Background: an optimization exercise with open tools, aiming at small area, a short achievable clock period and few clock cycles per item. Do not read the settings as production practice.
Where RTL was checked, it was by simulation tests only, not by an equivalence proof against the original.

## run A
Design trilinear_interp_axis, start of the top module:
module trilinear_interp_axis (
    input  logic         clk,
    input  logic         rstn,
    input  logic         in_valid,
    output logic         in_ready,
    input  logic [7:0]   frac_r,
    input  logic [7:0]   frac_g,
    input  logic [7:0]   frac_b,
    input  logic         mode,
    input  logic [7:0]   in_user,
    input  logic [191:0] pt_nbr,
    output logic         out_valid,
    input  logic         out_ready,
    output logic [23:0]  out_pt,
    output logic [7:0]   out_user
);
    logic [529:0] st1_d, st1_q;
    logic [145:0] st2_d, st2_q;
    logic [319:0] st3_d, st3_q;
    logic [76:0] st4_d, st4_q;
    logic [163:0] st5_d, st5_q;
    logic [4:0] v_q;
    logic [2:0] cnt;
    logic [2:0] wp, rp;
    logic [3:0] mcnt;
    logic [31:0] mem [6];
    logic [31:0] hd_q;
    wire [8:0] sel_r = {mode & frac_r[7], mode ? {8{frac_r[7]}} : frac_r};
    wire [8:0] sel_g0 = {mode & frac_g[7], mode ? {8{frac_g[7]}} : frac_g};
    wire [8:0] sel_b0 = {mode & frac_b[7], mode ? {8{frac_b[7]}} : frac_b};
    wire r0_m1 = sel_r[0] ? pt_nbr[24] : pt_nbr[0];
    wire r0_m2 = sel_r[0] ? pt_nbr[25] : pt_nbr[1];
    wire r0_m3 = sel_r[0] ? pt_nbr[26] : pt_nbr[2];
    wire r0_m4 = sel_r[0] ? pt_nbr[27] : pt_nbr[3];
    wire r0_m5 = sel_r[0] ? pt_nbr[28] : pt_nbr[4];
    wire r0_m6 = sel_r[0] ? pt_nbr[29] : pt_nbr[5];
    wire r0_m7 = sel_r[0] ? pt_nbr[30] : pt_nbr[6];
    wire r0_m8 = sel_r[0] ? pt_nbr[31] : pt_nbr[7];
    wire r0_m9 = sel_r[1] ? pt_nbr[24] : pt_nbr[0];
    wire r0_m10 = sel_r[1] ? pt_nbr[25] : pt_nbr[1];
    wire r0_m11 = sel_r[1] ? pt_nbr[26] : pt_nbr[2];
    wire r0_m12 = sel_r[1] ? pt_nbr[27] : pt_nbr[3];
    wire r0_m13 = sel_r[1] ? pt_nbr[28] : pt_nbr[4];
    wire r0_m14 = sel_r[1] ? pt_nbr[29] : pt_nbr[5];
    wire r0_m15 = sel_r[1] ? pt_nbr[30] : pt_nbr[6];
    wire r0_m16 = sel_r[1] ? pt_nbr[31] : pt_nbr[7];
    wire r0_m17 = sel_r[2] ? pt_nbr[24] : pt_nbr[0];
    wire r0_m18 = sel_r[2] ? pt_nbr[25] : pt_nbr[1];
    wire r0_m19 = sel_r[2] ? pt_nbr[26] : pt_nbr[2];
    wire r0_m20 = sel_r[2] ? pt_nbr[27] : pt_nbr[3];
    wire r0_m21 = sel_r[2] ? pt_nbr[28] : pt_nbr[4];
  ...
For scale: about 7100 cells after synthesis, roughly 1500 flip-flops, about 260 I/O pins, ~89000 um2 of cells after synthesis.
==> flow/config.mk <==
export PLATFORM = sky130hd
export DESIGN_NAME = trilinear_interp_axis
export DESIGN_NICKNAME = trilinear_interp_axis
export VERILOG_FILES = /design/flow/design.v
export SDC_FILE = /design/flow/constraint.sdc
export NUM_CORES = 4
export LEC_CHECK = 0
export ABC_CLOCK_PERIOD_IN_PS = 3200
export CAP_MARGIN = 20
export CORE_MARGIN = 2
export CORE_UTILIZATION = 40
export SETUP_SLACK_MARGIN = 2.8
export SLEW_MARGIN = 20
==> flow/constraint.sdc <==
create_clock -name core_clock -period 6.0 [get_ports {clk}]
set_input_delay 1.2000 -clock core_clock [delete_from_list [all_inputs] [get_ports {clk}]]
set_output_delay 1.2000 -clock core_clock [all_outputs]
set_load 0.01 [all_outputs]
run.sh (not shown) runs the stock make flow with config.mk's settings and CLKGATE_MAP_FILE= SYNTH_SCRIPT=/design/flow/synth_recipe.tcl, a recipe that flattens the netlist after the stock synthesis.
Run A: done, clean on timing, DRC and antenna
### run A -> run B
--- a/flow/config.mk
+++ b/flow/config.mk
@@ -8 +8 @@
-export ABC_CLOCK_PERIOD_IN_PS = 3200
+export ABC_CLOCK_PERIOD_IN_PS = 3400
@@ -12 +12 @@
-export SETUP_SLACK_MARGIN = 2.8
+export SETUP_SLACK_MARGIN = 2.6
Area of all placed cells without fillers ended up 1.4% lower on run B than on run A. Met1 wire length: run B vs run A up 1.9%. Total number of nets in the final design (run B vs. run A) decreases slightly. The sequential cell count of the final layout on run A is in line with that on run B. Run B vs run A — detailed placement HPWL rose 3100 um. Looking at maximum frequency across both flows, run B is the weaker of the two, with run A ahead. Critical path depth, run A and run B: higher on run A. The utilization of run B falls short of that of run A by 0.68 points.
The following lists how run C was set up differently from run B:
--- a/flow/config.mk
+++ b/flow/config.mk
@@ -8 +8 @@
-export ABC_CLOCK_PERIOD_IN_PS = 3400
+export ABC_CLOCK_PERIOD_IN_PS = 3200
@@ -11,2 +11,3 @@
-export CORE_UTILIZATION = 40
-export SETUP_SLACK_MARGIN = 2.6
+export CORE_UTILIZATION = 55
+export PLACE_DENSITY = 0.68
+export SETUP_SLACK_MARGIN = 2.8
- Taking run B as 1.0, run C lands at 1.3 on non-clock buffer count.
- Going from run B to run C, number of DRC markers in iteration 0 increased by 92 relative to the old numbers; required time of the critical path moved up; minimum period implied by the final worst setup slack grew by 0.092 ns; final design instance area without fill moved up.
- Diff run B -> run C: largest net degree at the start of global routing down 5; transition time of the tightest slew-check pin flat.
Function was not checked in any run of this note: the RTL went through the layout flow alone.

---

Another version of the RTL of trilinear_interp_axis (not shown whole).
Size in the first run: about 7100 cells after synthesis, ~1700 flip-flops, ~0.094 mm² of cells after synthesis.
Settings: LEC_CHECK=0, ABC_CLOCK_PERIOD_IN_PS=3000, CAP_MARGIN=20, CORE_MARGIN=2, CORE_UTILIZATION=40, SETUP_SLACK_MARGIN=3.0, SLEW_MARGIN=20, TNS_END_PERCENT=20; clock period 6.0 ns.
The first run produced a clean layout.
Testbench counts at the start, summed over its fixed seeds: cycles 16,056, items 16,000.
Rerun with:
--- a/flow/config.mk
+++ b/flow/config.mk
@@ -8 +8 @@
-export ABC_CLOCK_PERIOD_IN_PS = 3000
+export ABC_CLOCK_PERIOD_IN_PS = 3100
@@ -12 +12,2 @@
-export SETUP_SLACK_MARGIN = 3.0
+export CTS_BUF_LIST = sky130_fd_sc_hd__clkbuf_4 sky130_fd_sc_hd__clkbuf_8
+export SETUP_SLACK_MARGIN = 2.9
First-iteration DRC count decreases by 11%.
Register-to-register slack gets worse by 0.04 ns.
Hold slack stays flat.
Rerun with:
--- a/flow/config.mk
+++ b/flow/config.mk
@@ -12 +11,0 @@
-export CTS_BUF_LIST = sky130_fd_sc_hd__clkbuf_4 sky130_fd_sc_hd__clkbuf_8
@@ -15 +13,0 @@
-export TNS_END_PERCENT = 20
Outcome:
- worst setup slack gains 0.12 ns
- final cell count goes down by 1.4%
- count of clock-buffer cells in the layout falls by 218
- core utilization went up by 0.31 points
- wire length rises by 0.38%

---

Setup of job 6053:
trilinear_interp_axis, a different RTL version from the one above (not shown whole).
Size: ~6,500 cells after synthesis, about 1,700 flip-flops, ~260 I/O pins, about 91,000 um^2 of cells after synthesis.
Settings: LEC_CHECK=0, ABC_CLOCK_PERIOD_IN_PS=2700, CAP_MARGIN=20, CORE_MARGIN=2, CORE_UTILIZATION=40, SETUP_SLACK_MARGIN=3.3, SLEW_MARGIN=20, SYNTH_HIERARCHICAL=1; clock period 6.0 ns.
Testbench counts of job 6053, summed over its fixed seeds: cycles 16,056, items 16,000.
diff inputs: job 6053 => job 5726
Settings: SETUP_SLACK_MARGIN: 3.3 -> 3.2; ABC_CLOCK_PERIOD_IN_PS: 2700 -> 2800; TNS_END_PERCENT: unset -> 30.
--- outcome ---
- Job 5726 completed; timing, DRC and antenna clean
- Between job 6053 and job 5726, the flow reports violation count after the first detailed-routing iteration decreasing by a little under 10%.
- Job 5726 vs job 6053 — global-route wire length before repair dropped by a few percent
- Comparing job 5726 against job 6053, there is no change at all in mean area per synthesized cell.
- Looking at critical path capture point, the hd_q[22] result is from job 6053; the hd_q[14] one comes from job 5726.
- Half-perimeter wire length after placement: job 5726 vs job 6053 up 0.83%
- In the reports for job 6053 and job 5726, the larger signed area change from the synthesized netlist to the final layout belongs to job 6053.
For job 1128, these inputs were changed with respect to job 5726:
Settings: clearing TNS_END_PERCENT, which used to be 30; swapping 2800 for 2900 in ABC_CLOCK_PERIOD_IN_PS; swapping 3.2 for 3.1 in SETUP_SLACK_MARGIN.
- The run showing the smaller layout-stage area growth over the synthesis result is job 1128.
- Clock buffer and inverter area fraction after layout: job 1128 vs job 5726 — no meaningful difference
Setup changes, job 1128 to job 626
Settings: swapping 3.1 for 2.9 in SETUP_SLACK_MARGIN; swapping 2900 for 3100 in ABC_CLOCK_PERIOD_IN_PS.
Results
Lower total inserted antenna cells was reported by job 1128, not job 626.
Job 1128 → job 626: total grt overflow now sits at about the same level, worst-case setup margin in the final layout now sits lower.
Across both runs, routed wire length was lower for job 626 than for job 1128.
Looking at sequential share of layout area across job 626 and job 1128, the one that comes out lower is job 1128.

---

Setup of job 8767:
Another version of the RTL of trilinear_interp_axis (not shown whole).
Size: about 6500 cells after synthesis, roughly 1700 flip-flops, roughly 260 I/O pins.
Settings: LEC_CHECK=0, ABC_CLOCK_PERIOD_IN_PS=2900, CAP_MARGIN=20, CORE_MARGIN=2, CORE_UTILIZATION=40, SETUP_SLACK_MARGIN=3.1, SLEW_MARGIN=20, SYNTH_HIERARCHICAL=1; clock period 6.0 ns.
standard.sh (not shown) runs the stock make flow with config.mk's settings and CLKGATE_MAP_FILE= SYNTH_SCRIPT=/design/flow/synth_recipe.tcl, a recipe that flattens the netlist after the stock synthesis.
==> flow/flow/run.sh <==
#!/bin/bash
# The standard layout (the standard.sh, unchanged synthesis and steps), with the
# port buffers that global placement inserts made from the smallest buffer cell.
set -o pipefail
export BUFFER_PORTS_ARGS="-buffer_cell sky130_fd_sc_hd__buf_1"
bash standard.sh 2>&1 | tee standard.log
Testbench counts of job 8767, summed over its fixed seeds: cycles 16,056, items 16,000.
Changes in job 7413 relative to job 8767:
- setting TNS_END_PERCENT to 20 for the first time
[summary]
- Changes observed in job 7413 relative to job 8767: setup slack of the critical path after layout down 0.10 ns; worst relative slew slack now sits higher; worst-path maximum fanout climbed 25; area added between synthesis and finish shows a reduction of 0.60 points.
- Job 7413 ended up with flop to flop as its classification of the worst setup path; job 8767 ended up with input pin to output port.
- Changes observed in job 7413 relative to job 8767: post-route fraction of the period consumed by the critical path went up by 1.7 points, minimum clock period grew by 0.10 ns.
Inputs modified between job 7413 and job 2927:
- ABC_CLOCK_PERIOD_IN_PS now 2850, was 2900
- SETUP_SLACK_MARGIN now 3.15, was 3.1
- TNS_END_PERCENT no longer set, was 20
[summary]
From job 7413 to job 2927 the numbers moved as follows: total number of vias fell by 168. Job 2927 vs job 7413, end point of the critical path: in_ready vs st2_q[427]. Job 2927 packs its core more tightly than job 7413. Job 2927 vs job 7413 on depth of the most critical reg-to-reg path: job 2927 is the higher one. The standard cells in job 2927 occupy more silicon area than those in job 7413 do. Compared with job 7413, job 2927 shows clock-buffer cell count lower by 15. For the cell count, job 2927 came in 36 higher than job 7413 did. Wire length on met1 across job 2927 and job 7413: no real change.
Input changes introduced in job 5967 (baseline for comparison: job 2927):
- ABC_CLOCK_PERIOD_IN_PS now 2800, was 2850
- SETUP_SLACK_MARGIN now 3.2, was 3.15
==> flow/run.sh (new file) <==
#!/bin/bash
# synth_recipe.tcl (not shown) runs the flow's synth.tcl, then flattens the netlist and writes it again
# the make line also repeats each setting of config.mk as NAME=value (left out here)
make -C /OpenROAD-flow-scripts/flow DESIGN_CONFIG=/design/flow/config.mk WORK_HOME=/design/flow/orfs CLKGATE_MAP_FILE= SYNTH_SCRIPT=/design/flow/synth_recipe.tcl finish
removed: flow/flow/run.sh
removed: flow/standard.sh
Notes after the runs:
Compared with job 2927, job 5967 ends up with a larger final cell area. Diff job 2927 -> job 5967 | area used by multi-input combinational logic | increase of 0.61%. Of job 5967 and job 2927, it is job 5967 that has the higher length of routed met3 wiring. First-iteration DRC count essentially unchanged between job 5967 and job 2927. Comparing job 2927 and job 5967, worst-margin pin slew is higher on job 5967. Delta (job 5967 minus job 2927): first-pass GRT wire length now larger, total wire length saw an increase, synthesis-to-finish area growth moved up.

## separate check: timing with driven ports
The flow's constraints put no driver on any port. The routed layouts listed below were extracted and timed again, unchanged, in two steps.
Step 1 sets driving cells, clkbuf_16 on the clock port and buf_2 on the other inputs (assumed; they add their load-dependent delay and slew).
Step 2 adds t to the input delays and takes it off the output delays; t is the mean of the earliest and latest rising clock arrival at the registers after step 1. Input paths then give back, and output paths get back, about the clock's delay inside the block.
Three values: ideal, step 1, step 2; two values: the first two.
run	shift t [ns]	setup WS [ns]	latest minus earliest clock arrival (ns)	worst slew at a driven data input, ns
run A	0.887	2.664 / 2.717 / 1.829	0.077 / 0.077	0.10
run B	0.903	2.547 / 2.604 / 1.701	0.066 / 0.066	0.15
run C	0.895	2.455 / 2.392 / 1.497	0.063 / 0.064	0.29
the first run of note 2	0.892	2.857 / 2.832 / 2.731	0.093 / 0.093	0.09
the second run of note 2	1.076	2.834 / 2.745 / 2.436	0.126 / 0.126	0.10
the third run of note 2	0.923	2.951 / 2.901 / 2.511	0.057 / 0.056	0.10
job 6053	0.893	3.025 / 2.999 / 2.981	0.093 / 0.092	0.07
job 5726	0.894	3.008 / 3.008 / 2.901	0.087 / 0.087	0.07
job 1128	0.883	3.061 / 3.021 / 2.961	0.089 / 0.090	0.07
job 626	0.897	2.947 / 2.919 / 2.531	0.092 / 0.092	0.07
job 8767	0.876	3.081 / 3.040 / 2.629	0.082 / 0.082	0.08
job 7413	0.913	2.976 / 2.968 / 2.804	0.084 / 0.084	0.07
job 2927	0.883	3.076 / 3.036 / 2.901	0.080 / 0.081	0.07
job 5967	0.909	3.041 / 3.020 / 2.770	0.081 / 0.082	0.09
After both steps setup and hold are still met in every run listed. The setup slack of run C, which loses most, moves by -0.063 ns with the drivers and by -0.958 ns with both steps.
